This design comes from an exercise in tuning for small area, a short achievable clock period and few clock cycles per item on the open sky130 flow, not from production work.
The RTL was checked by simulation tests, not by an equivalence proof against the original design.
Power figures rest on the tool's default switching activity, not on a simulated workload.

--- design/flow/flow/run.sh ---
#!/bin/bash
# The standard layout, except that:
# - the port buffers are the smallest plain buffer (buf_1) instead of the
#   delay buffer buffer_ports picks by default;
# - pins may sit one routing track apart, so that the 1029 ports fit on the
#   edge of a die sized by the cells rather than by the pin count.
set -euo pipefail
export BUFFER_PORTS_ARGS="-buffer_cell sky130_fd_sc_hd__buf_1"
export PLACE_PINS_ARGS="-min_distance 1 -min_distance_in_tracks"
bash standard.sh > standard.log 2>&1
--- design/flow/standard.sh ---
#!/bin/bash
# synth_recipe.tcl (not shown) runs the flow's synth.tcl, then flattens the netlist and writes it again
# the make line also repeats each setting of config.mk as NAME=value (left out here)
make -C /OpenROAD-flow-scripts/flow DESIGN_CONFIG=/design/flow/config.mk WORK_HOME=/design/flow/orfs CLKGATE_MAP_FILE= SYNTH_SCRIPT=/design/flow/synth_recipe.tcl "${@:-finish}"
--- design/flow/config.mk ---
export PLATFORM = sky130hd
export DESIGN_NAME = mobius_inv_seq
export DESIGN_NICKNAME = mobius_inv_seq
export VERILOG_FILES = /design/flow/design.v
export SDC_FILE = /design/flow/constraint.sdc
export NUM_CORES = 4
export LEC_CHECK = 0
export CAP_MARGIN = 20
export CORE_MARGIN = 2
export CORE_UTILIZATION = 50
export SETUP_SLACK_MARGIN = 1.5
export SLEW_MARGIN = 20
export SYNTH_HIERARCHICAL = 1
export SYNTH_MINIMUM_KEEP_SIZE = 0
--- design/flow/constraint.sdc ---
create_clock -name core_clock -period 4.0 [get_ports {clk}]
set_input_delay 0.8000 -clock core_clock [delete_from_list [all_inputs] [get_ports {clk}]]
set_output_delay 0.8000 -clock core_clock [all_outputs]
set_load 0.01 [all_outputs]
--- design/flow/design.v ---
module mobius_inv_seq #(
   parameter int N      = 512,
   parameter int log2_N = 9,
   parameter int PRE    = 7
) (
   input  logic         clk,
   input  logic         rst_n,
   input  logic         start,
   input  logic [0:N-1] inputs,
   output logic         busy,
   output logic         done,
   output logic [0:N-1] outputs
);
   logic [0:N-1] lv [0:log2_N];
   logic [0:N-1] mid_q;
   logic         done_q;
   logic         accept;
   assign lv[0] = inputs;
   for (genvar s = 0; s < log2_N; s++) begin : g_lvl
      localparam int D = 1 << s;
      logic [0:N-1]   v;
      logic [0:N-1]   w;
      logic [0:N/2-1] hi;
      logic [0:N/2-1] lo;
      logic [0:N/2-1] x;
      if (s == PRE) begin : g_reg
         assign v = mid_q;
      end else begin : g_comb
         assign v = lv[s];
      end
      always_comb begin
         for (int k = 0; k < N / 2; k++) begin
            hi[k] = v[((k >> s) << (s + 1)) + D + (k & (D - 1))];
            lo[k] = v[((k >> s) << (s + 1)) + (k & (D - 1))];
         end
      end
      mobius_xor_vec #(.W(N / 2)) u_x (.a(hi), .b(lo), .y(x));
      always_comb begin
         w = v;
         for (int k = 0; k < N / 2; k++)
            w[((k >> s) << (s + 1)) + D + (k & (D - 1))] = x[k];
      end
      assign lv[s+1] = w;
   end
   assign accept = start & ~done_q;
   always_ff @(posedge clk or negedge rst_n) begin
      if (!rst_n) done_q <= 1'b0;
      else        done_q <= accept;
   end
   always_ff @(posedge clk) begin
      if (accept) mid_q <= lv[PRE];
   end
   assign busy    = 1'b0;
   assign done    = done_q;
   assign outputs = (PRE == log2_N) ? mid_q : lv[log2_N];
endmodule
module mobius_xor_vec #(
   parameter int W = 256
) (
   input  logic [0:W-1] a,
   input  logic [0:W-1] b,
   output logic [0:W-1] y
);
   assign y = a ^ b;
endmodule
==> results of run 1 <==
flip-flops by register name (all words and copies together), names as in the netlist:
signal,cells
mid_q,512
done_q,1
cell usage after synthesis:
library cell / number
buf_4: 129
conb_1: 1
dfrtp_1: 1
edfxtp_1: 512
nor2b_4: 1
xor2_1: 2304
layout make-up:
type	count	share of cell area
multi-input combinational	2306	0.498
tap	959	0.0225
sequential	513	0.289
timing repair buffer	1511	0.155
clock inverter	46	0.00831
clock buffer	61	0.0270
antenna	18	0.000845
worst max-delay path, stage by stage (launching register included):
cell	delay, ps
edfxtp_1	550
xor2_2	290
xor2_1	230
buf_2	170
layer usage:
layer | part of all wire | up-vias
met5 | 0.00033 | -
met2 | 0.43 | 2985
li1 | - | 11800
met4 | 0.097 | 10
met1 | 0.35 | 15300
met3 | 0.13 | 779
cell families after synthesis:
group | Yosys count | share of synthesized area
flops | 513 | 0.421
buf+inv | 129 | 0.0265
other cells | 1 | 0.000103
xor+xnor | 2304 | 0.552
simple gates | 1 | 0.000376
worst paths after layout:
check | from | endpoint | slack (ps) | cells past startpoint
max | mid_q[52] | outputs[436] | 1300 | 3
min | rst_n | done_q | 450 | 2
max reg2reg | done_q | mid_q[505] | 2020 | 2
min reg2reg | done_q | done_q | 870 | 2
max in group asynchronous | rst_n | done_q | 3460 | 2
min in group core_clock | inputs[128] | mid_q[128] | 600 | 2
where the power goes:
| part | switching, mW | leakage (nW) | internal, mW |
|---|---|---|---|
| sequential | 1.96 | 4.89 | 8.97 |
| clock | 2.45 | 0.910 | 2.97 |
| combinational | 14.4 | 15.4 | 8.92 |
| total | 18.8 | 21.2 | 20.9 |
through the flow:
step                      power [mW]  utilization
final                           39.7        0.733
after global placement          29.2        0.600
after floorplan                 21.7            -
after detailed placement        29.5        0.600
after global routing            40.7        0.733
after CTS                       37.2        0.692
what timing repair did:
action	4_1_cts	5_1_grt
buffers inserted	186	92
resized for setup	541	419
pin swaps	175	132
hold buffers	1	0
endpoints found under the setup margin	265	235
endpoints found under the hold margin	1	0
==> impl_metrics.csv, run 1 <==
group,metric,value,unit
yosys,synthDistinctLibCells,6,
timing,rsz0062_at_grt,"yes",
detailed_routing,drcViolationCount,0,
setup_path,cp.required,3200,ps
timing,tns,0,ps
layout,multi_input_area,26500,µm²
placement,place_area,43600,µm²
outcome,outcome,"finished clean",
floorplanning,die_area,75300,µm²
global_routing,grt_pass1_wl,241,mm
detailed_routing,vias,30900,
global_routing,grt_max_degree,107,
layout,layout_common_cells,"xor2_1 (1700), buf_1 (767), edfxtp_1 (512), xor2_2 (444), buf_4 (423)",
placement,dp.final_hpwl,155,mm
detailed_routing,drt_wl_total,191,mm
clock_network,cts-root-buf,"clkbuf_16",
timing,hold-worst-slack,449,ps
layout,drive_above_1_share,0.325,
setup_path,worstSetupPathType,"register to output port",
setup_path,end_kind,"output port",
layout,regArea,15400,µm²
placement,dpl_worst_slack,316,ps
timing,finalHoldViolCount,0,
yosys,ys_ff_latch,513,
global_routing,grt_pass1_vias,29700,
yosys,synth_area_leader_cell,"xor2_1",
timing,slew_viol_final,0,
pwr,ir_worst_vdd,0.815,mV
layout,layout.nets,4904,
setup_path,start_kind,"register",
floorplanning,start_util,0.503,
yosys,synth_top_area_frac,0.552,
floorplanning,die_x,274,µm
yosys,ys_seq_area_frac,0.421,
timing,layout_setup_ws,1300,ps
hold_path,hold_path.class,"input port to async pin",
global_routing,track_usage,0.481,
clock_network,cts_buffer_depth,3,
global_routing,antenna_found_initial,24,
pwr,total_leakage_power,21.2,nW
floorplanning,io_pins,1029,
timing,fin_crit,2700,ps
floorplanning,rows,99,
global_routing,grt.busiest_layer,"met2",
layout,syn_to_final_growth,45.8,%
yosys,syn_nets,3463,
job,drv_cap,0,
timing,timing.fmax,0.371,GHz
timing,skew,29.6,ps
clock_network,clk_pin_slew,60,ps
timing,setup_viol,0,
pwr,p_per_area,745,nW/µm²
yosys,postSynthCellCount,2948,
setup_path,arrival,1900,ps
placement,portBuffers,1027,
timing,max_slew.worst_pin.slew,902,ps
detailed_routing,ant_nets,0,
layout,fin_area,53300,µm²
clock_network,cts_tree,"yes",
placement,globalplace.congestion,1.16,
clock_network,worstSkewPairLatency,640,ps
layout,layout_commonest_cell,"xor2_1",
yosys,ys_warn_count,8,
global_routing,grt_util_met3,0.141,
detailed_routing,viasPerCell,5.70,
layout,nFillCells,4895,
setup_path,cp_max_fo,3,
clock_network,htreeDepth,2,
global_routing,grtUsageMet1,0.605,
layout,fin_cells,5414,
detailed_routing,dr.pass1.iters,6,
global_routing,overflow,0,
yosys,postSynthAreaPerCell,12.4,µm²
yosys,synth.cell_area,36600,µm²
detailed_routing,routedWlPerCell,35.3,µm
global_routing,met2_usage,0.702,
yosys,ys_top_cells_by_area,"xor2_1 (55%), edfxtp_1 (42%), buf_4 (2.6%)",
floorplanning,die_h,274,µm
clock_network,numCtsBuffers,57,
floorplanning,core_area,72700,µm²
timing,max-slew-margin-rel,0.397,
clock_network,cts_sinks,513,
detailed_routing,drt_first_iter_violations,4673,
placement,placed_cells,5010,
timing,period_share,0.675,
Testbench counts, summed over its fixed seeds: cycles 3,200, items 1,600.
==> run 2, diff against run 1 <==
--- a/design/flow/config.mk
+++ b/design/flow/config.mk
@@ -7,8 +7,8 @@
 export LEC_CHECK = 0
 export CAP_MARGIN = 20
 export CORE_MARGIN = 2
-export CORE_UTILIZATION = 50
-export SETUP_SLACK_MARGIN = 1.5
+export CORE_UTILIZATION = 65
+export SETUP_SLACK_MARGIN = 1.25
 export SLEW_MARGIN = 20
 export SYNTH_HIERARCHICAL = 1
 export SYNTH_MINIMUM_KEEP_SIZE = 0
==> impl_metrics.csv, run 2 <==
group,metric,value,unit
outcome,outcome,"aborted with a tool error",
outcome,haltStage,"5_1_grt",
outcome,error,"[ERROR GRT-0116] Global routing finished with congestion. Check the congestion regions in the DRC Viewer.",
placement,globalplace.congestion,1.25,
clock_network,cts_sinks,513,
global_routing,track_usage,0.582,
yosys,ys_top_cells_by_area,"xor2_1 (55%), edfxtp_1 (42%), buf_4 (2.6%)",
floorplanning,die_h,241,µm
placement,dpl_worst_slack,75.9,ps
yosys,synthDistinctLibCells,6,
yosys,synth_top_area_frac,0.552,
floorplanning,start_util,0.661,
yosys,synth_area_leader_cell,"xor2_1",
clock_network,cts-root-buf,"clkbuf_16",
global_routing,grt_pass1_wl,228,mm
placement,portBuffers,1027,
yosys,syn_nets,3463,
global_routing,grt_pass1_vias,30300,
yosys,ys_ff_latch,513,
yosys,synth_common_cells,"xor2_1 (2304), edfxtp_1 (512), buf_4 (129)",
placement,place_area,42300,µm²
clock_network,cts_buffer_depth,3,
yosys,synth_edf_count,512,
floorplanning,rows,86,
yosys,postSynthAreaPerCell,12.4,µm²
yosys,ys_warn_count,8,
yosys,ys_seq_area_frac,0.421,
yosys,synth_most_common_cell,"xor2_1",
yosys,ys_async_sr_fraction,0.00195,
clock_network,htreeDepth,2,
global_routing,grt_max_degree,120,
placement,dp.final_hpwl,138,mm
yosys,synth.cell_area,36600,µm²
global_routing,overflow,2,
floorplanning,io_pins,1029,
yosys,synthFlopType,"edfxtp_1",
clock_network,numCtsBuffers,53,
floorplanning,die_x,241,µm
yosys,postSynthCellCount,2948,
## run 2: cell counts after synthesis
Identical to the previous run, type by type.
## run 2: how the worst max path moves through the flow
stage / start / endpoint / slack [ps]
4_1_cts: mid_q[80] / outputs[336] / 1250
2_1_floorplan: start / done_q / -5060
3_5_place_dp: inputs[0] / mid_q[118] / 80
3_3_place_gp: inputs[0] / mid_q[118] / 120
## run 2: cell families after synthesis
logic type | share of synthesized area
XOR/XNOR | 0.552
flip-flops | 0.421
buffers and inverters | 0.0265
AND/OR/NAND/NOR | 0.000376
other | 0.000103
## run 2: power groups by stage
stage	clock, mW	combinational, mW	sequential, mW
after floorplan	0	11.6	9.90
after global placement	0	17.3	11.0
after detailed placement	0	17.8	11.0
after CTS	5.08	18.3	11.0
## run 2: per-layer routing
metal,overflow,track usage
met4,0,0.547
met1,0,0.666
met2,2,0.799
met3,0,0.269
met5,0,0.0118
## run 2: metrics by stage
stage / std cells / TNS [ps]
floorplan: 2948 / -2508260
global placement: 4750 / 0
detailed placement: 4750 / 0
CTS: 4852 / 0
## run 2: timing repair
action,CTS
buffers inserted,7
gates resized for setup,77
cloned,0
hold buffers,1
hold endpoints to repair,1
pin swaps,4
endpoints found under the setup margin,54
==> run 3, diff against run 2 <==
--- a/design/flow/config.mk
+++ b/design/flow/config.mk
@@ -7,7 +7,8 @@
 export LEC_CHECK = 0
 export CAP_MARGIN = 20
 export CORE_MARGIN = 2
-export CORE_UTILIZATION = 65
+export CORE_UTILIZATION = 58
+export GPL_ROUTABILITY_DRIVEN = 0
 export SETUP_SLACK_MARGIN = 1.25
 export SLEW_MARGIN = 20
 export SYNTH_HIERARCHICAL = 1
==> impl_metrics.csv, run 3 <==
group,metric,value,unit
clock_network,cts_sinks,513,
yosys,synthFlopType,"edfxtp_1",
clock_network,htreeDepth,2,
yosys,synthMuxAreaShare,0,
placement,dpl_worst_slack,325,ps
clock_network,numCtsBuffers,56,
clock_network,clk_pin_slew,60,ps
job,drv_cap,0,
yosys,ys_async_sr_fraction,0.00195,
clock_network,cts_buffer_depth,3,
floorplanning,rows,92,
floorplanning,core_area,62700,µm²
detailed_routing,dr.pass1.iters,6,
yosys,synth_common_cells,"xor2_1 (2304), edfxtp_1 (512), buf_4 (129)",
yosys,ys_top_cells_by_area,"xor2_1 (55%), edfxtp_1 (42%), buf_4 (2.6%)",
clock_network,cts_tree,"yes",
yosys,ys_ff_latch,513,
setup_path,end_kind,"output port",
detailed_routing,drcViolationCount,0,
timing,setup_viol,0,
floorplanning,die_area,65100,µm²
yosys,ys_warn_count,8,
yosys,syn_nets,3463,
timing,timing.fmax,0.337,GHz
yosys,synth_area_leader_cell,"xor2_1",
layout,largest_registers,"mid_q: 512 flops, done_q: 1 flops",
pwr,total_power,35.6,mW
detailed_routing,drt_wl_total,162,mm
yosys,synth_top_family_by_area,"XOR/XNOR gates",
placement,dp.final_hpwl,136,mm
detailed_routing,viasPerCell,5.82,
layout,syn_to_final_growth,25.3,%
setup_path,cp_max_fo,3,
pwr,p_per_area,778,nW/µm²
yosys,ys_seq_area_frac,0.421,
outcome,outcome,"finished clean",
layout,layout_commonest_cell,"xor2_1",
global_routing,overflow,0,
placement,portBuffers,1027,
detailed_routing,vias,29000,
floorplanning,die_h,255,µm
yosys,postSynthCellCount,2948,
setup_path,cp_slowest_cell,"xor2_1",
global_routing,grt_pass1_wl,212,mm
timing,rsz0062_at_grt,"yes",
layout,regMostFlops,"mid_q",
yosys,synth-simple-area-share,0.000376,
setup_path,start_kind,"register",
timing,finalHoldViolCount,0,
global_routing,antenna_found_initial,8,
detailed_routing,drt_first_iter_violations,4376,
floorplanning,die_x,255,µm
timing,skew,15.8,ps
yosys,synthAdderAreaFrac,0,
pwr,ir_worst_vdd,0.429,mV
pwr,total_leakage_power,18.1,nW
timing,layout_setup_ws,1040,ps
detailed_routing,ant_nets,0,
yosys,synth_most_common_cell,"xor2_1",
setup_path,arrival,2160,ps
timing,period_share,0.741,
detailed_routing,wl_met2,69.0,mm
layout,layout_common_cells,"xor2_1 (2126), buf_1 (1012), edfxtp_1 (512), buf_4 (176), xor2_2 (128)",
floorplanning,start_util,0.583,
clock_network,worstSkewPairLatency,630,ps
detailed_routing,met1_length,54.9,mm
detailed_routing,dr.max_layer_used,"met5",
layout,drive_above_1_share,0.112,
yosys,synthXorXnorAreaFrac,0.552,
setup_path,worstSetupPathType,"register to output port",
global_routing,grt_pass1_vias,27800,
detailed_routing,routedWlPerCell,32.5,µm
layout,layout.nets,4603,
floorplanning,io_pins,1029,
global_routing,grt_max_degree,197,
yosys,synth_compound_gate_area_share,0,
setup_path,crit_path_max_incr_delay,770,ps
timing,slew_viol_final,0,
setup_path,path_cells,"xor2_1 -> buf_1",
timing,max-slew-margin-rel,0.300,
detailed_routing,wl_met3,22.7,mm
yosys,synth_edf_count,512,
yosys,synthDistinctLibCells,6,
timing,fin_crit,2960,ps
layout,largest_reg_flops,512,
hold_path,hold_path.class,"input port to async pin",
setup_path,reg2reg_slack,2060,ps
yosys,postSynthAreaPerCell,12.4,µm²
timing,max_slew.worst_pin.slew,1050,ps
setup_path,cp.required,3200,ps
global_routing,track_usage,0.482,
yosys,synth.cell_area,36600,µm²
clock_network,cts-root-buf,"clkbuf_16",
yosys,synth_top_area_frac,0.552,
run 3: cell counts after synthesis:
No cell type changed its count.
run 3: cell families (layout without fill, tap and decap cells):
logic type	after synthesis	count (layout)
DFF	513	513
xor gates and xnor gates	2304	2304
other	1	9
and+or+nand+nor	1	1
buffers and inverters	129	1315
run 3: final timing paths:
path	start	to	depth (start not counted)
max in group asynchronous	rst_n	done_q	2
hold / removal	rst_n	done_q	2
setup reg to reg	done_q	mid_q[471]	3
setup / recovery	mid_q[99]	outputs[355]	2
min in group core_clock	start	done_q	3
hold reg to reg	done_q	done_q	2
run 3: through the flow:
step,TNS (ps),std cells,hold slack [ps],util,area (µm²)
after floorplan,-2508260,2948,504,-,37200
after global placement,0,4848,564,0.676,42400
after detailed placement,0,4848,576,0.676,42400
after CTS,0,4959,475,0.714,44800
after global routing,0,4986,477,0.730,45800
final,0,4988,485,0.730,45800
run 3: routing by layer:
metal	GRT usage	vias to the layer above
li1	-	11500
met1	0.582	14000
met2	0.702	2779
met3	0.176	777
met4	0.368	4
met5	0.00226	-
run 3: report_power, final:
| group | internal [mW] | switching [mW] |
|---|---|---|
| clock network | 3.04 | 2.30 |
| logic | 6.60 | 12.8 |
| registers | 8.97 | 1.94 |
| total | 18.6 | 17.0 |
run 3: final cells by class:
type                       instances  area (µm²)
fill                            4558       16900
timing repair buffer            1211        5350
clock inverter                    39         438
clock buffer                      65        1440
tap                              846        1060
antenna                            8        20.0
sequential                       513       15400
multi-input combinational       2306       22100
run 3: what timing repair did:
item / in CTS / in global routing
setup endpoints to repair: 49 / 45
gates resized for setup: 62 / 101
hold buffers: 1 / 0
endpoints found under the hold margin: 1 / 0
setup buffers: 6 / 20
pin swaps: 4 / 17
run 3: critical path: cells and delay by family (launching register included):
kind / cells / cell delay, ps
xor gates and xnor gates: 1 / 770
buffers and inverters: 1 / 240
DFF: 1 / 530
==> run 4, diff against run 3 <==
--- a/design/flow/config.mk
+++ b/design/flow/config.mk
@@ -8,8 +8,8 @@
 export CAP_MARGIN = 20
 export CORE_MARGIN = 2
 export CORE_UTILIZATION = 58
-export GPL_ROUTABILITY_DRIVEN = 0
-export SETUP_SLACK_MARGIN = 1.25
+export SETUP_SLACK_MARGIN = 1.5
 export SLEW_MARGIN = 20
 export SYNTH_HIERARCHICAL = 1
 export SYNTH_MINIMUM_KEEP_SIZE = 0
+export TNS_END_PERCENT = 10
==> impl_metrics.csv, run 4 <==
group,metric,value,unit
layout,utilization,0.760,
timing,slew_viol_final,0,
timing,setup_viol,0,
timing,hold-worst-slack,460,ps
global_routing,track_usage,0.526,
yosys,synthAdderAreaFrac,0,
pwr,ir_worst_vdd,0.662,mV
yosys,synth.cell_area,36600,µm²
yosys,synth_common_cells,"xor2_1 (2304), edfxtp_1 (512), buf_4 (129)",
setup_path,crit_path_max_incr_delay,880,ps
layout,layout_common_cells,"xor2_1 (1991), buf_1 (949), edfxtp_1 (512), buf_4 (271), xor2_2 (253)",
setup_path,path_cells,"buf_1 -> xor2_1 -> xor2_2 -> xor2_4 -> xor2_2 -> xor2_1 -> xor2_2 -> xor2_1",
global_routing,grt_max_degree,93,
floorplanning,io_pins,1029,
setup_path,cp.required,4370,ps
floorplanning,rows,92,
layout,fin_cells,5085,
yosys,ys_async_sr_fraction,0.00195,
yosys,synth_top_area_frac,0.552,
layout,regMostFlops,"mid_q",
global_routing,antenna_found_initial,16,
global_routing,grt_pass1_vias,29400,
layout,largest_reg_flops,512,
placement,placed_cells,4887,
layout,fin_area,47700,µm²
global_routing,overflow,0,
detailed_routing,ant_nets,0,
setup_path,crit_family,"XOR/XNOR gates",
job,drv_cap,0,
layout,syn_to_final_growth,30.4,%
layout,layout.nets,4697,
placement,place_area,42000,µm²
setup_path,end_kind,"register",
yosys,synth_area_leader_cell,"xor2_1",
yosys,synth-simple-area-share,0.000376,
setup_path,arrival,3380,ps
outcome,outcome,"finished clean",
detailed_routing,viasPerCell,5.94,
yosys,synth_edf_count,512,
clock_network,cts_buffer_depth,3,
clock_network,worstSkewPairLatency,650,ps
timing,period_share,0.752,
yosys,postSynthAreaPerCell,12.4,µm²
yosys,syn_nets,3463,
yosys,synthMuxAreaShare,0,
timing,skew,16.9,ps
clock_network,cts_sinks,513,
detailed_routing,vias,30200,
yosys,ys_warn_count,8,
yosys,ys_ff_latch,513,
yosys,synthFlopType,"edfxtp_1",
floorplanning,die_area,65100,µm²
yosys,postSynthCellCount,2948,
clock_network,htreeDepth,2,
detailed_routing,drcViolationCount,0,
yosys,synth_most_common_cell,"xor2_1",
global_routing,grt_pass1_wl,229,mm
hold_path,hold_path.class,"input port to async pin",
timing,fin_crit,3010,ps
pwr,total_leakage_power,19.0,nW
pwr,total_power,36.9,mW
placement,dp.final_hpwl,143,mm
timing,max_slew.worst_pin.slew,1120,ps
placement,globalplace.congestion,1.24,
setup_path,timing.critical_path.buf_inv,1,
floorplanning,core_area,62700,µm²
layout,layout_commonest_cell,"xor2_1",
detailed_routing,drt_first_iter_violations,4799,
timing,rsz0062_at_grt,"yes",
setup_path,cp_max_fo,2,
yosys,synth_top_family_by_area,"XOR/XNOR gates",
layout,drive_above_1_share,0.178,
timing,max-slew-margin-rel,0.250,
yosys,synthXorXnorAreaFrac,0.552,
clock_network,cts_tree,"yes",
yosys,ys_top_cells_by_area,"xor2_1 (55%), edfxtp_1 (42%), buf_4 (2.6%)",
detailed_routing,drt_wl_total,178,mm
setup_path,start_kind,"input port",
clock_network,cts-root-buf,"clkbuf_16",
clock_network,numCtsBuffers,54,
floorplanning,die_x,255,µm
yosys,synth_compound_gate_area_share,0,
timing,finalHoldViolCount,0,
setup_path,worstSetupPathType,"input port to register",
detailed_routing,dr.pass1.iters,7,
timing,timing.fmax,0.332,GHz
pwr,p_per_area,774,nW/µm²
clock_network,clk_pin_slew,60,ps
floorplanning,start_util,0.583,
yosys,synthDistinctLibCells,6,
detailed_routing,routedWlPerCell,35.0,µm
layout,largest_registers,"mid_q: 512 flops, done_q: 1 flops",
setup_path,cp_slowest_cell,"xor2_1",
yosys,ys_seq_area_frac,0.421,
placement,portBuffers,1027,
floorplanning,die_h,255,µm
run 4: cell counts after synthesis:
Identical to the previous run, type by type.
run 4: final cells by class:
cell class              count  area [µm²]
multi-input cells        2306       23200
flip-flops and latches    513       15400
fillers                  4184       15000
repair buffers           1307        6170
clock buffers              61        1400
well taps                 846        1060
clock inverters            40         404
diodes                     12        30.0
run 4: final timing paths:
path / from / endpoint / slack (ps) / depth (start not counted)
max: inputs[182] / mid_q[255] / 990 / 8
min: rst_n / done_q / 460 / 2
max reg2reg: done_q / mid_q[395] / 1770 / 2
min reg2reg: done_q / mid_q[74] / 830 / 1
max in group asynchronous: rst_n / done_q / 3440 / 2
min in group core_clock: inputs[384] / mid_q[384] / 690 / 2
run 4: worst reg2reg max path, stage by stage (launching register included):
cell	delay, ps
dfrtp_1	410
nor2b_4	850
buf_12	560
run 4: per-stage QoR:
stage          setup TNS, ps  worst slack, ps
4_1_cts                    0             1330
3_5_place_dp               0              307
6_report                   0              992
3_3_place_gp               0              360
5_1_grt                    0             1010
2_1_floorplan       -2508260            -5060
run 4: report_power, final:
part	switching, mW	internal (mW)	leakage, nW
sequential	2.06	8.97	4.89
combinational	13.6	7.01	13.2
clock	2.34	2.92	0.860
total	18.0	18.9	19.0
run 4: logic make-up after synthesis:
family | after synthesis
other | 1
AND/OR/NAND/NOR | 1
XOR/XNOR | 2304
flip-flops | 513
buffers and inverters | 129
run 4: repair_timing:
action	CTS	global route
gates resized for setup	217	250
hold endpoints to repair	1	0
hold buffers	1	0
buffers inserted	52	32
setup endpoints to repair	241	273
pin swaps	51	58
gates cloned	0	0
run 4: routing by layer:
metal	wire length, µm	global-route usage
met4	18300	0.441
met5	85	0.00677
met3	27800	0.211
met2	72900	0.741
met1	59000	0.629
==> run 5, diff against run 4 <==
==> design/flow/config.mk (replaced) <==
export PLATFORM = sky130hd
export DESIGN_NAME = mobius_inv_seq
export DESIGN_NICKNAME = mobius_inv_seq
export VERILOG_FILES = /design/flow/design.v
export SDC_FILE = /design/flow/constraint.sdc
export NUM_CORES = 4
export LEC_CHECK = 0
export CAP_MARGIN = 10
export CORE_MARGIN = 2
export CORE_UTILIZATION = 58
export CTS_BUF_LIST = sky130_fd_sc_hd__clkbuf_4 sky130_fd_sc_hd__clkbuf_8
export SETUP_SLACK_MARGIN = 1.25
export SLEW_MARGIN = 10
export SYNTH_HIERARCHICAL = 1
export SYNTH_MINIMUM_KEEP_SIZE = 0
==> impl_metrics.csv, run 5 <==
group,metric,value,unit
yosys,syn_nets,3463,
placement,dp.final_hpwl,143,mm
timing,period_share,0.711,
yosys,ys_warn_count,8,
layout,fin_cells,5081,
job,drv_cap,0,
yosys,ys_async_sr_fraction,0.00195,
timing,skew,45.5,ps
layout,syn_to_final_growth,25.7,%
placement,globalplace.congestion,1.24,
detailed_routing,routedWlPerCell,34.1,µm
timing,rsz0062_at_grt,"yes",
global_routing,grt_pass1_wl,224,mm
yosys,synth.cell_area,36600,µm²
floorplanning,rows,92,
yosys,postSynthCellCount,2948,
clock_network,htreeDepth,3,
floorplanning,start_util,0.583,
timing,max_slew.worst_pin.slew,1040,ps
timing,slew_viol_final,0,
detailed_routing,drt_wl_total,173,mm
timing,tns,0,ps
yosys,synthDistinctLibCells,6,
clock_network,numCtsBuffers,87,
placement,placed_cells,4852,
floorplanning,io_pins,1029,
timing,fin_crit,2840,ps
clock_network,cts_sinks,513,
detailed_routing,dr.pass1.iters,9,
layout,layout.nets,4661,
clock_network,cts_tree,"yes",
setup_path,worstSetupPathType,"input port to register",
detailed_routing,ant_nets,0,
layout,fin_area,46000,µm²
yosys,synth_area_leader_cell,"xor2_1",
layout,largest_registers,"mid_q: 512 flops, done_q: 1 flops",
global_routing,grt_pass1_vias,28900,
global_routing,track_usage,0.514,
clock_network,cts-root-buf,"clkbuf_8",
pwr,p_per_area,783,nW/µm²
yosys,ys_top_cells_by_area,"xor2_1 (55%), edfxtp_1 (42%), buf_4 (2.6%)",
detailed_routing,drcViolationCount,0,
timing,setup_viol,0,
pwr,total_leakage_power,18.3,nW
setup_path,cp_max_fo,5,
layout,regMostFlops,"mid_q",
layout,layout_commonest_cell,"xor2_1",
setup_path,start_kind,"input port",
outcome,outcome,"finished clean",
yosys,synth_common_cells,"xor2_1 (2304), edfxtp_1 (512), buf_4 (129)",
timing,max-slew-margin-rel,0.302,
detailed_routing,drt_first_iter_violations,4738,
clock_network,worstSkewPairLatency,720,ps
yosys,synth_most_common_cell,"xor2_1",
timing,timing.fmax,0.352,GHz
floorplanning,core_area,62700,µm²
yosys,synth_top_area_frac,0.552,
placement,place_area,42500,µm²
yosys,postSynthAreaPerCell,12.4,µm²
detailed_routing,vias,30000,
setup_path,reg2reg_depth,3,
yosys,ys_seq_area_frac,0.421,
global_routing,grt_max_degree,111,
global_routing,antenna_found_initial,19,
setup_path,end_kind,"register",
floorplanning,die_area,65100,µm²
timing,finalHoldViolCount,0,
layout,largest_reg_flops,512,
clock_network,cts_buffer_depth,3,
clock_network,clk_pin_slew,70,ps
yosys,ys_ff_latch,513,
setup_path,arrival,3320,ps
floorplanning,die_h,255,µm
placement,portBuffers,1027,
detailed_routing,viasPerCell,5.91,
layout,layout_common_cells,"xor2_1 (2123), buf_1 (1014), edfxtp_1 (512), buf_4 (202), xor2_2 (129)",
yosys,synth_edf_count,512,
yosys,synthFlopType,"edfxtp_1",
hold_path,hold_path.class,"input port to async pin",
setup_path,cp.required,4470,ps
layout,utilization,0.733,
floorplanning,die_x,255,µm
global_routing,overflow,0,
layout,drive_above_1_share,0.127,
pwr,ir_worst_vdd,0.502,mV
-- run 5: logic make-up (layout without fill, tap and decap cells) --
logic type | after synthesis | after routing | share of synthesized area
xor gates and xnor gates | 2304 | 2304 | 0.552
DFF | 513 | 513 | 0.421
buffers and inverters | 129 | 1395 | 0.0265
other | 1 | 22 | 0.000103
and+or+nand+nor | 1 | 1 | 0.000376
-- run 5: timing repair --
action / in CTS / in global routing
pin swaps: 19 / 20
gates resized for setup: 83 / 87
setup endpoints to repair: 69 / 55
hold buffers: 1 / 0
buffers inserted: 29 / 21
hold endpoints to repair: 1 / 0
-- run 5: cell type report --
type	count	area [µm²]
Antenna cell	21	52.6
Tap cell	846	1060
Fill cell	4316	16800
Multi-Input combinational cell	2306	22100
Sequential cell	513	15400
Clock buffer	107	1350
Timing Repair Buffer	1238	5560
Clock inverter	50	400
-- run 5: final timing paths --
check | startpoint | endpoint | slack, ps
worst max-delay path | inputs[66] | mid_q[95] | 1160
worst min-delay path | rst_n | done_q | 420
worst max register to register | done_q | mid_q[438] | 1890
worst min register to register | done_q | done_q | 590
max in group asynchronous | rst_n | done_q | 3470
min in group core_clock | start | done_q | 470
-- run 5: metrics by stage --
stage / hold WS, ps / worst slack (ps) / power [mW]
2_1_floorplan: 504 / -5060 / 21.5
3_3_place_gp: 563 / 352 / 28.6
3_5_place_dp: 574 / 398 / 29.1
4_1_cts: 405 / 1210 / 34.6
5_1_grt: 429 / 1150 / 36.9
6_report: 421 / 1160 / 36.0
-- run 5: power breakdown --
part	leakage, nW	internal [mW]	switching (mW)
Clock	0.908	2.53	2.43
Combinational	12.5	6.76	13.2
Sequential	4.89	8.97	2.10
-- run 5: worst max-delay path: stages --
cell and delay, ps:
buf_1 250, xor2_1 370, buf_4 210, xor2_4 280, xor2_2 360, xor2_2 340
xor2_1 300, xor2_1 410
-- run 5: metal layers --
layer / global-route usage / part of all wire
met5: 0 / 0.00020
met1: 0.613 / 0.34
met2: 0.741 / 0.42
met3: 0.177 / 0.14
met4: 0.449 / 0.11
==> run 6, diff against run 5 <==
==> design/flow/flow/run.sh (replaced) <==
#!/bin/bash
# The standard layout, except that the port buffers are the smallest plain
# buffer (buf_1) instead of the delay buffer buffer_ports picks by default.
set -euo pipefail
export BUFFER_PORTS_ARGS="-buffer_cell sky130_fd_sc_hd__buf_1"
bash standard.sh > standard.log 2>&1
==> design/flow/config.mk (replaced) <==
export PLATFORM = sky130hd
export DESIGN_NAME = mobius_inv_seq
export DESIGN_NICKNAME = mobius_inv_seq
export VERILOG_FILES = /design/flow/design.v
export SDC_FILE = /design/flow/constraint.sdc
export NUM_CORES = 4
export LEC_CHECK = 0
export CAP_MARGIN = 20
export CORE_MARGIN = 2
export CORE_UTILIZATION = 40
export SETUP_SLACK_MARGIN = 1.25
export SLEW_MARGIN = 20
export SYNTH_HIERARCHICAL = 1
export SYNTH_MINIMUM_KEEP_SIZE = 0
==> impl_metrics.csv, run 6 <==
group,metric,value,unit
outcome,outcome,"finished clean",
pwr,p_per_area,780,nW/µm²
layout,layout_commonest_cell,"xor2_1",
clock_network,cts_tree,"yes",
layout,drive_above_1_share,0.164,
clock_network,numCtsBuffers,58,
hold_path,hold_path.class,"input port to async pin",
timing,max_slew.worst_pin.slew,892,ps
global_routing,grt_pass1_wl,259,mm
yosys,synth.cell_area,36600,µm²
layout,syn_to_final_growth,33.1,%
yosys,synth_area_leader_cell,"xor2_1",
placement,dp.final_hpwl,179,mm
global_routing,overflow,0,
floorplanning,rows,110,
clock_network,cts-root-buf,"clkbuf_16",
detailed_routing,ant_nets,0,
yosys,synth_top_area_frac,0.552,
layout,largest_registers,"mid_q: 512 flops, done_q: 1 flops",
timing,rsz0062_at_grt,"yes",
layout,regMostFlops,"mid_q",
yosys,postSynthAreaPerCell,12.4,µm²
placement,portBuffers,1027,
yosys,syn_nets,3463,
yosys,postSynthCellCount,2948,
clock_network,htreeDepth,2,
timing,period_share,0.707,
floorplanning,die_h,306,µm
layout,fin_area,48700,µm²
floorplanning,die_x,306,µm
layout,layout.nets,4780,
layout,largest_reg_flops,512,
yosys,synth_common_cells,"xor2_1 (2304), edfxtp_1 (512), buf_4 (129)",
yosys,synth_most_common_cell,"xor2_1",
detailed_routing,drcViolationCount,0,
layout,layout_common_cells,"xor2_1 (2060), buf_1 (1010), edfxtp_1 (512), buf_4 (348), xor2_2 (141)",
pwr,total_power,37.9,mW
detailed_routing,drt_wl_total,203,mm
setup_path,end_kind,"register",
layout,fin_cells,5490,
placement,placed_cells,5303,
timing,slew_viol_final,0,
timing,finalHoldViolCount,0,
setup_path,arrival,3200,ps
timing,hold-worst-slack,472,ps
timing,max-slew-margin-rel,0.403,
pwr,ir_worst_vdd,0.418,mV
yosys,ys_ff_latch,513,
timing,skew,28.9,ps
placement,globalplace.congestion,1.02,
timing,setup_viol,0,
placement,place_area,43800,µm²
detailed_routing,dr.pass1.iters,5,
yosys,synthDistinctLibCells,6,
yosys,ys_warn_count,8,
setup_path,cp_max_fo,4,
floorplanning,start_util,0.405,
clock_network,cts_buffer_depth,3,
detailed_routing,viasPerCell,5.19,
yosys,synthFlopType,"edfxtp_1",
yosys,ys_seq_area_frac,0.421,
floorplanning,die_area,93800,µm²
global_routing,antenna_found_initial,7,
global_routing,grt_max_degree,101,
clock_network,worstSkewPairLatency,630,ps
yosys,ys_top_cells_by_area,"xor2_1 (55%), edfxtp_1 (42%), buf_4 (2.6%)",
timing,fin_crit,2830,ps
detailed_routing,drt_first_iter_violations,3122,
clock_network,clk_pin_slew,60,ps
floorplanning,io_pins,1029,
detailed_routing,routedWlPerCell,37.0,µm
setup_path,cp.required,4370,ps
timing,timing.fmax,0.353,GHz
floorplanning,core_area,90300,µm²
pwr,total_leakage_power,19.2,nW
setup_path,worstSetupPathType,"input port to register",
job,drv_cap,0,
global_routing,track_usage,0.420,
detailed_routing,vias,28500,
yosys,ys_async_sr_fraction,0.00195,
clock_network,cts_sinks,513,
yosys,synth_edf_count,512,
setup_path,start_kind,"input port",
global_routing,grt_pass1_vias,28200,
[run 6: what timing repair did]
item,CTS,global route
pin swaps,25,10
buffers inserted,61,16
gates resized for setup,211,74
hold buffers,1,0
setup endpoints to repair,150,40
hold endpoints to repair,1,0
[run 6: worst paths after layout]
check | from | to | slack (ps) | cells after the start
min | rst_n | done_q | 470 | 2
max reg2reg | done_q | mid_q[506] | 2000 | 3
min in group core_clock | inputs[256] | mid_q[256] | 680 | 2
max in group asynchronous | rst_n | done_q | 3420 | 2
min reg2reg | done_q | done_q | 810 | 2
max | inputs[168] | mid_q[255] | 1170 | 8
[run 6: metrics by stage]
stage / util / TNS, ps / setup slack (ps)
2_1_floorplan: - / -2508260 / -5060
6_report: 0.539 / 0 / 1170
4_1_cts: 0.531 / 0 / 1140
5_1_grt: 0.539 / 0 / 1130
3_3_place_gp: 0.485 / 0 / 318
3_5_place_dp: 0.485 / 0 / 253
[run 6: routing by layer]
| metal | vias up | GRT usage | part of all wire | wire length, µm |
|---|---|---|---|---|
| li1 | 11800 | - | - | - |
| met4 | 6 | 0.195 | 0.055 | 11200 |
| met5 | - | 0 | 0.00020 | 40 |
| met1 | 14600 | 0.541 | 0.39 | 79400 |
| met2 | 1817 | 0.684 | 0.47 | 95100 |
| met3 | 362 | 0.0800 | 0.085 | 17300 |
[run 6: area by class of cell]
cell class / count / area, µm²
Clock inverter: 41 / 394
Clock buffer: 65 / 1500
Fill cell: 8288 / 41600
Sequential cell: 513 / 15400
Multi-Input combinational cell: 2306 / 23200
Tap cell: 1176 / 1470
Antenna cell: 3 / 7.51
Timing Repair Buffer: 1386 / 6690
[run 6: logic make-up (layout without fill, tap and decap cells)]
family	count (synthesis)	after routing	share of synthesized area
XOR/XNOR	2304	2304	0.552
flip-flops	513	513	0.421
buffers and inverters	129	1492	0.0265
other	1	4	0.000103
AND/OR/NAND/NOR	1	1	0.000376
[run 6: power breakdown]
group | total [mW] | leakage (nW) | switching [mW] | internal (mW)
Sequential | 11.1 | 4.89 | 2.12 | 8.97
Clock | 5.47 | 0.915 | 2.39 | 3.09
Combinational | 21.4 | 13.4 | 14.0 | 7.38
[run 6: worst max-delay path, stage by stage]
cell    delay, ps
buf_1         320
xor2_2        320
xor2_1        350
xor2_1        340
xor2_2        340
xor2_1        380
xor2_1        150
xor2_1        180
==> run 7, diff against run 6 <==
--- a/design/flow/design.v
+++ b/design/flow/design.v
@@ -28,18 +28,13 @@
       end else begin : g_comb
          assign v = lv[s];
       end
-      always_comb begin
-         for (int k = 0; k < N / 2; k++) begin
-            hi[k] = v[((k >> s) << (s + 1)) + D + (k & (D - 1))];
-            lo[k] = v[((k >> s) << (s + 1)) + (k & (D - 1))];
-         end
+      for (genvar b = 0; b < N / (2 * D); b++) begin : g_blk
+         assign hi[b*D +: D]         = v[(2*b+1)*D +: D];
+         assign lo[b*D +: D]         = v[(2*b)*D +: D];
+         assign w[(2*b)*D +: D]      = v[(2*b)*D +: D];
+         assign w[(2*b+1)*D +: D]    = x[b*D +: D];
       end
       mobius_xor_vec #(.W(N / 2)) u_x (.a(hi), .b(lo), .y(x));
-      always_comb begin
-         w = v;
-         for (int k = 0; k < N / 2; k++)
-            w[((k >> s) << (s + 1)) + D + (k & (D - 1))] = x[k];
-      end
       assign lv[s+1] = w;
    end
    assign accept = start & ~done_q;
==> design/flow/flow/run.sh (replaced) <==
#!/bin/bash
# The standard layout, except that:
# - the port buffers are the smallest plain buffer (buf_1) instead of the
#   delay buffer buffer_ports picks by default;
# - pins may sit one routing track apart, so that the 1029 ports fit on the
#   edge of a die sized by the cells rather than by the pin count.
set -euo pipefail
export BUFFER_PORTS_ARGS="-buffer_cell sky130_fd_sc_hd__buf_1"
export PLACE_PINS_ARGS="-min_distance 1 -min_distance_in_tracks"
bash standard.sh > standard.log 2>&1
--- a/design/flow/config.mk
+++ b/design/flow/config.mk
@@ -7,7 +7,7 @@
 export LEC_CHECK = 0
 export CAP_MARGIN = 20
 export CORE_MARGIN = 2
-export CORE_UTILIZATION = 40
+export CORE_UTILIZATION = 58
 export SETUP_SLACK_MARGIN = 1.25
 export SLEW_MARGIN = 20
 export SYNTH_HIERARCHICAL = 1
==> impl_metrics.csv, run 7 <==
group,metric,value,unit
global_routing,track_usage,0.505,
yosys,synthFlopType,"edfxtp_1",
floorplanning,start_util,0.583,
hold_path,hold_path.class,"input port to async pin",
setup_path,start_kind,"input port",
clock_network,clk_pin_slew,60,ps
timing,period_share,0.718,
pwr,total_leakage_power,18.1,nW
timing,skew,22.2,ps
timing,timing.fmax,0.348,GHz
timing,max-slew-margin-rel,0.416,
layout,drive_above_1_share,0.113,
timing,hold-worst-slack,469,ps
yosys,synth_common_cells,"xor2_1 (2304), edfxtp_1 (512), buf_4 (129)",
timing,max_slew.worst_pin.slew,873,ps
layout,layout.nets,4606,
yosys,postSynthAreaPerCell,12.4,µm²
setup_path,worstSetupPathType,"input port to register",
floorplanning,rows,92,
detailed_routing,dr.pass1.iters,5,
setup_path,cp.required,4410,ps
floorplanning,core_area,62700,µm²
global_routing,overflow,0,
detailed_routing,drcViolationCount,0,
floorplanning,die_area,65100,µm²
clock_network,cts-root-buf,"clkbuf_16",
clock_network,numCtsBuffers,54,
global_routing,grtUsageMet1,0.610,
yosys,ys_seq_area_frac,0.421,
placement,dp.final_hpwl,143,mm
global_routing,antenna_found_initial,19,
setup_path,end_kind,"register",
yosys,synthDistinctLibCells,6,
timing,fin_crit,2870,ps
pwr,ir_worst_vdd,0.549,mV
layout,syn_to_final_growth,25.2,%
floorplanning,die_x,255,µm
global_routing,grt_util_met3,0.158,
clock_network,htreeDepth,2,
layout,layout_common_cells,"xor2_1 (2117), buf_1 (1019), edfxtp_1 (512), buf_4 (179), xor2_2 (141)",
clock_network,cts_sinks,513,
floorplanning,die_h,255,µm
clock_network,worstSkewPairLatency,650,ps
detailed_routing,vias,29500,
global_routing,grt_pass1_vias,28300,
clock_network,cts_tree,"yes",
global_routing,grt.busiest_layer,"met2",
detailed_routing,drt_wl_total,170,mm
global_routing,grt_max_degree,111,
layout,regMostFlops,"mid_q",
placement,portBuffers,1027,
outcome,outcome,"finished clean",
yosys,synth_area_leader_cell,"xor2_1",
detailed_routing,routedWlPerCell,34.1,µm
yosys,ys_async_sr_fraction,0.00195,
pwr,p_per_area,781,nW/µm²
timing,finalHoldViolCount,0,
yosys,postSynthCellCount,2948,
layout,largest_registers,"mid_q: 512 flops, done_q: 1 flops",
setup_path,arrival,3280,ps
yosys,synth_top_area_frac,0.552,
timing,slew_viol_final,0,
timing,setup_viol,0,
global_routing,met2_usage,0.734,
floorplanning,io_pins,1029,
layout,layout_commonest_cell,"xor2_1",
yosys,syn_nets,3463,
yosys,synth_edf_count,512,
pwr,total_power,35.8,mW
job,drv_cap,0,
timing,rsz0062_at_grt,"yes",
layout,largest_reg_flops,512,
yosys,ys_ff_latch,513,
yosys,synth.cell_area,36600,µm²
detailed_routing,viasPerCell,5.90,
yosys,ys_warn_count,8,
detailed_routing,drt_first_iter_violations,4252,
global_routing,grt_pass1_wl,220,mm
placement,globalplace.congestion,1.24,
yosys,ys_top_cells_by_area,"xor2_1 (55%), edfxtp_1 (42%), buf_4 (2.6%)",
detailed_routing,ant_nets,0,
setup_path,cp_max_fo,5,
clock_network,cts_buffer_depth,3,
yosys,synth_most_common_cell,"xor2_1",
run 7: cell count changes in the layout (fill, tap and decap cells not counted), moves of 5 or more:
| cell | before | now |
|---|---|---|
| buf_1 | 1010 | 1019 |
| buf_2 | 8 | 2 |
| buf_4 | 348 | 179 |
| clkbuf_16 | 59 | 54 |
| diode_2 | 3 | 20 |
| xor2_1 | 2060 | 2117 |
| xor2_4 | 103 | 46 |
run 7: final timing paths:
| path | start | to | slack (ps) | cells past startpoint |
|---|---|---|---|---|
| worst max-delay path | inputs[67] | mid_q[95] | 1130 | 8 |
| worst min-delay path | rst_n | done_q | 470 | 2 |
| worst max register to register | done_q | mid_q[262] | 1880 | 3 |
| worst min register to register | done_q | done_q | 590 | 1 |
| max in group asynchronous | rst_n | done_q | 3430 | 2 |
| min in group core_clock | start | done_q | 510 | 2 |
run 7: final cells by class:
| type | instances | area (µm²) |
|---|---|---|
| multi-input combinational | 2306 | 22100 |
| clock inverter | 40 | 395 |
| tap | 846 | 1060 |
| fill | 4326 | 16900 |
| antenna | 20 | 50.0 |
| timing repair buffer | 1216 | 5400 |
| clock buffer | 59 | 1370 |
| sequential | 513 | 15400 |
run 7: routing by layer:
layer	routed length, µm	part of all wire
met2	72300	0.42
met5	40	0.00023
met1	57800	0.34
met4	17800	0.10
met3	22500	0.13
run 7: through the flow:
stage	instances	utilization	setup slack (ps)	setup TNS, ps	instance area [µm²]
floorplan	2948	-	-5060	-2508260	37200
global placement	4852	0.677	352	0	42500
detailed placement	4852	0.677	398	0	42500
CTS	4958	0.716	1150	0	44900
global route	4995	0.730	1160	0	45800
finish	5000	0.730	1130	0	45800
run 7: power breakdown:
group          switching (mW)  total, mW  internal (mW)  leakage [nW]
clock                    2.33       5.12           2.78         0.846
combinational            13.0       19.6           6.56          12.4
sequential               2.12       11.1           8.97          4.89
run 7: critical path: stages:
cell	delay, ps
buf_1	260
xor2_1	360
buf_4	210
xor2_4	290
xor2_2	360
xor2_2	320
xor2_1	280
xor2_1	400
run 7: logic make-up after synthesis:
family	share of synthesized area
xor gates and xnor gates	0.552
and+or+nand+nor	0.000376
DFF	0.421
buffers and inverters	0.0265
other	0.000103
run 7: timing repair:
action                     CTS  global route
buffers inserted             6            22
gates resized for setup     74            87
hold buffers                 1             0
pin swaps                    4            13
setup endpoints to repair   52            40
hold endpoints to repair     1             0
Testbench counts of run 7, summed over its fixed seeds: cycles 3,200, items 1,600.
==> run 8, diff against run 7 <==
--- a/design/flow/design.v
+++ b/design/flow/design.v
@@ -1,7 +1,7 @@
 module mobius_inv_seq #(
    parameter int N      = 512,
    parameter int log2_N = 9,
-   parameter int PRE    = 7
+   parameter int PRE    = 6
 ) (
    input  logic         clk,
    input  logic         rst_n,
==> impl_metrics.csv, run 8 <==
group,metric,value,unit
floorplanning,io_pins,1029,
yosys,ys_async_sr_fraction,0.00195,
yosys,synth_common_cells,"xor2_1 (2304), edfxtp_1 (512), buf_4 (65)",
placement,dp.final_hpwl,141,mm
yosys,synth_area_leader_cell,"xor2_1",
clock_network,numCtsBuffers,54,
outcome,error,"[ERROR GRT-0232] Routing congestion too high. Check the congestion heatmap in the GUI.",
yosys,ys_seq_area_frac,0.427,
placement,globalplace.congestion,1.25,
timing,worstEpCategory,"output port",
global_routing,track_usage,0.730,
floorplanning,start_util,0.586,
placement,portBuffers,1027,
yosys,ys_ff_latch,513,
yosys,synth_edf_count,512,
floorplanning,die_x,253,µm
outcome,outcome,"aborted with a tool error",
yosys,ys_warn_count,8,
global_routing,overflow,37,
placement,place_area,41400,µm²
yosys,ys_top_cells_by_area,"xor2_1 (56%), edfxtp_1 (43%), buf_4 (1.4%)",
yosys,postSynthAreaPerCell,12.5,µm²
floorplanning,rows,91,
clock_network,htreeDepth,2,
clock_network,cts_buffer_depth,3,
floorplanning,die_h,253,µm
timing,worst_endpoint,"outputs[448]",
yosys,synth_most_common_cell,"xor2_1",
clock_network,cts_sinks,513,
global_routing,grt_max_degree,94,
yosys,synthDistinctLibCells,6,
outcome,haltStage,"5_1_grt",
yosys,synthFlopType,"edfxtp_1",
yosys,synth_top_area_frac,0.559,
clock_network,cts-root-buf,"clkbuf_16",
yosys,postSynthCellCount,2884,
yosys,synth.cell_area,36100,µm²
yosys,syn_nets,3399,
[run 8: cell types whose count changed after synthesis]
cell   previous run  this run
buf_4           129        65
[run 8: metrics by stage]
step	cells	setup slack (ps)	hold slack [ps]	power (mW)
after floorplan	2884	-5060	504	19.6
after global placement	4778	404	563	27.0
after detailed placement	4778	411	565	27.3
after CTS	5136	1110	441	35.2
[run 8: cell families after synthesis]
| logic type | after synthesis | share of synthesized area |
|---|---|---|
| DFF | 513 | 0.427 |
| buffers and inverters | 65 | 0.0135 |
| other | 1 | 0.000104 |
| xor gates and xnor gates | 2304 | 0.559 |
| and+or+nand+nor | 1 | 0.000381 |
[run 8: repair_timing]
item                       in CTS
hold endpoints to repair        1
hold buffers                    1
gates resized for setup       391
setup endpoints to repair     207
buffers inserted              258
pin swaps                     181
[run 8: worst max path at each step]
stage | from | slack, ps | end | depth (start not counted)
after floorplan | start | -5060 | done_q | 1
after global placement | inputs[480] | 400 | mid_q[510] | 7
after detailed placement | inputs[480] | 410 | mid_q[510] | 7
after CTS | mid_q[50] | 1110 | outputs[498] | 4
[run 8: per-layer routing]
metal	global-route usage	GRT overflow
met1	0.751	2
met2	0.876	15
met3	0.593	2
met4	0.675	18
met5	0.314	0
[run 8: power groups by stage]
| stage | combinational (mW) | clock, mW | sequential (mW) |
|---|---|---|---|
| 2_1_floorplan | 10.6 | 0 | 9.00 |
| 3_3_place_gp | 17.2 | 0 | 9.76 |
| 3_5_place_dp | 17.5 | 0 | 9.75 |
| 4_1_cts | 20.3 | 5.21 | 9.65 |
Testbench counts of run 8, summed over its fixed seeds: cycles 3,200, items 1,600.
==> run 9, diff against run 8 <==
--- a/design/flow/design.v
+++ b/design/flow/design.v
@@ -1,7 +1,7 @@
 module mobius_inv_seq #(
    parameter int N      = 512,
    parameter int log2_N = 9,
-   parameter int PRE    = 6
+   parameter int PRE    = 7
 ) (
    input  logic         clk,
    input  logic         rst_n,
--- a/design/flow/config.mk
+++ b/design/flow/config.mk
@@ -8,7 +8,7 @@
 export CAP_MARGIN = 20
 export CORE_MARGIN = 2
 export CORE_UTILIZATION = 58
-export SETUP_SLACK_MARGIN = 1.25
+export SETUP_SLACK_MARGIN = 1.35
 export SLEW_MARGIN = 20
 export SYNTH_HIERARCHICAL = 1
 export SYNTH_MINIMUM_KEEP_SIZE = 0
==> impl_metrics.csv, run 9 <==
group,metric,value,unit
outcome,outcome,"finished clean",
timing,max-slew-margin-rel,0.379,
yosys,synth_common_cells,"xor2_1 (2304), edfxtp_1 (512), buf_4 (129)",
floorplanning,core_area,62700,µm²
yosys,ys_warn_count,8,
yosys,synthDistinctLibCells,6,
timing,slew_viol_final,0,
clock_network,cts_tree,"yes",
yosys,ys_seq_area_frac,0.421,
timing,skew,13.3,ps
layout,syn_to_final_growth,30.7,%
timing,max_slew.worst_pin.slew,929,ps
timing,finalHoldViolCount,0,
timing,fin_crit,2960,ps
timing,rsz0062_at_grt,"yes",
setup_path,worstSetupPathType,"register to output port",
layout,regArea,15400,µm²
global_routing,grt.busiest_layer,"met2",
yosys,postSynthCellCount,2948,
hold_path,hold_path.class,"input port to async pin",
timing,layout_setup_ws,1040,ps
clock_network,cts_sinks,513,
detailed_routing,drcViolationCount,0,
setup_path,end_kind,"output port",
detailed_routing,vias,30600,
global_routing,overflow,0,
setup_path,reg2reg_slack,1850,ps
timing,tns,0,ps
detailed_routing,drt_wl_total,179,mm
pwr,p_int,19.0,mW
yosys,synth_area_leader_cell,"xor2_1",
setup_path,start_kind,"register",
timing,hold-worst-slack,483,ps
global_routing,grt_pass1_wl,226,mm
yosys,synth_top_area_frac,0.552,
layout,layout.nets,4675,
setup_path,r2r_start,"done_q",
detailed_routing,viasPerCell,6.02,
floorplanning,start_util,0.583,
yosys,postSynthAreaPerCell,12.4,µm²
global_routing,track_usage,0.523,
layout,layout_common_cells,"xor2_1 (1977), buf_1 (994), edfxtp_1 (512), buf_4 (251), xor2_2 (247)",
setup_path,arrival,2160,ps
yosys,ys_ff_latch,513,
layout,largest_registers,"mid_q: 512 flops, done_q: 1 flops",
detailed_routing,ant_nets,0,
yosys,ys_async_sr_fraction,0.00195,
timing,timing.fmax,0.338,GHz
floorplanning,die_area,65100,µm²
pwr,p_comb_frac,0.551,
yosys,syn_nets,3463,
pwr,p_seq_frac,0.306,
pwr,total_power,36.7,mW
global_routing,grt_pass1_vias,28500,
setup_path,reg2reg_depth,3,
yosys,synth_most_common_cell,"xor2_1",
global_routing,antenna_found_initial,29,
yosys,synthFlopType,"edfxtp_1",
setup_path,cp.required,3200,ps
layout,regMostFlops,"mid_q",
placement,portBuffers,1027,
placement,globalplace.congestion,1.22,
floorplanning,rows,92,
placement,dp.final_hpwl,145,mm
clock_network,cts_buffer_depth,3,
job,drv_cap,0,
pwr,ir_worst_vdd,0.502,mV
pwr,switchingPower,17.7,mW
detailed_routing,routedWlPerCell,35.2,µm
pwr,clockPowerShare,0.144,
floorplanning,die_h,255,µm
placement,dpl_worst_slack,358,ps
pwr,total_leakage_power,18.8,nW
clock_network,htreeDepth,2,
global_routing,met2_usage,0.752,
pwr,p_per_area,768,nW/µm²
placement,place_area,42800,µm²
global_routing,grtUsageMet1,0.638,
yosys,synth_edf_count,512,
detailed_routing,drt_first_iter_violations,5001,
clock_network,worstSkewPairLatency,630,ps
floorplanning,io_pins,1029,
clock_network,numCtsBuffers,54,
layout,largest_reg_flops,512,
timing,period_share,0.739,
floorplanning,die_x,255,µm
layout,multi_input_area,23600,µm²
layout,layout_commonest_cell,"xor2_1",
clock_network,clk_pin_slew,60,ps
global_routing,grt_max_degree,135,
timing,setup_viol,0,
setup_path,cp_max_fo,3,
yosys,ys_top_cells_by_area,"xor2_1 (55%), edfxtp_1 (42%), buf_4 (2.6%)",
layout,fin_area,47800,µm²
clock_network,cts-root-buf,"clkbuf_16",
yosys,synth.cell_area,36600,µm²
setup_path,rr_endpoint,"mid_q[510]",
global_routing,grt_util_met3,0.165,
pwr,p_sw_frac,0.483,
layout,drive_above_1_share,0.166,
detailed_routing,dr.pass1.iters,8,
layout,nFillCells,3989,
-- run 9: cell types whose count changed after synthesis, sizes merged --
cell  before  now
buf       65  129
-- run 9: metal layers --
layer | vias to the layer above | wire, µm
met5 | - | 101
met3 | 914 | 26000
met4 | 6 | 20100
met1 | 14700 | 57900
met2 | 3446 | 74700
li1 | 11500 | -
-- run 9: worst max-delay path, cell delays in order (launching register included) --
cell and delay [ps]:
edfxtp_1 820, xor2_1 350, xor2_1 190, buf_1 170
-- run 9: area by class of cell --
class / instances / area share
diodes: 32 / 0.00168
clock buffers: 69 / 0.0308
clock inverters: 28 / 0.00660
multi-input cells: 2306 / 0.493
flip-flops and latches: 513 / 0.322
well taps: 846 / 0.0222
repair buffers: 1285 / 0.124
-- run 9: worst max-delay path by stage --
stage,start,to,slack (ps),cells after the start
final,mid_q[67],outputs[451],1040,3
after global routing,mid_q[67],outputs[451],1080,3
after CTS,inputs[132],mid_q[255],1260,8
after detailed placement,inputs[80],mid_q[127],360,8
after global placement,inputs[80],mid_q[127],310,8
after floorplan,start,done_q,-5060,1
-- run 9: through the flow --
stage                     utilization  cells
after floorplan                     -   2948
after global placement          0.682   4859
after detailed placement        0.682   4859
after CTS                       0.729   4990
after global routing            0.761   5072
final                           0.762   5079
-- run 9: power by group through the flow --
| stage | sequential, mW | combinational, mW | clock (mW) |
|---|---|---|---|
| floorplan | 9.90 | 11.7 | 0 |
| global placement | 11.0 | 17.5 | 0 |
| detailed placement | 11.0 | 18.0 | 0 |
| CTS | 11.0 | 18.6 | 5.20 |
| global route | 11.2 | 21.1 | 5.43 |
| finish | 11.2 | 20.2 | 5.28 |
-- run 9: cells by family after synthesis --
group / count (synthesis) / synth area share
flops: 513 / 0.421
simple gates: 1 / 0.000376
buf+inv: 129 / 0.0265
xor+xnor: 2304 / 0.552
other cells: 1 / 0.000103
-- run 9: what timing repair did --
action	in CTS	in global routing
gates cloned	0	0
endpoints found under the hold margin	1	0
setup endpoints to repair	84	91
pin swaps	20	45
setup buffers	33	57
resized for setup	120	205
hold buffers	1	0
Testbench counts of run 9, summed over its fixed seeds: cycles 3,200, items 1,600.

## re-timing with driven ports
How much do the figures lean on ideal ports? The routed layouts below were timed once more, with nothing changed but the port constraints.
Step 1 sets driving cells, clkbuf_16 on the clock port and buf_2 on the other inputs (assumed; they add their load-dependent delay and slew).
Step 2 adds t to the input delays and takes it off the output delays; t is the mean of the earliest and latest rising clock arrival at the registers after step 1. Input paths then give back, and output paths get back, about the clock's delay inside the block.
a / b / c = ideal / step 1 / step 2; a / b = the first two.
run	shift t [ns]	setup WS [ns]	latest minus earliest clock arrival (ns)
run 1	0.707	1.302 / 1.230 / 0.570	0.048 / 0.047
run 3	0.696	1.036 / 0.967 / 0.529	0.017 / 0.017
run 4	0.703	0.992 / 1.037 / 0.334	0.026 / 0.026
run 5	0.762	1.156 / 1.123 / 0.416	0.050 / 0.051
run 6	0.702	1.170 / 1.129 / 0.502	0.048 / 0.049
run 7	0.706	1.128 / 1.116 / 0.461	0.026 / 0.027
run 9	0.691	1.042 / 0.972 / 0.347	0.022 / 0.022
After both steps every run listed still meets setup and hold. For run 5, which loses most, drivers alone change the setup slack by -0.033 ns; drivers and shift together by -0.740 ns.
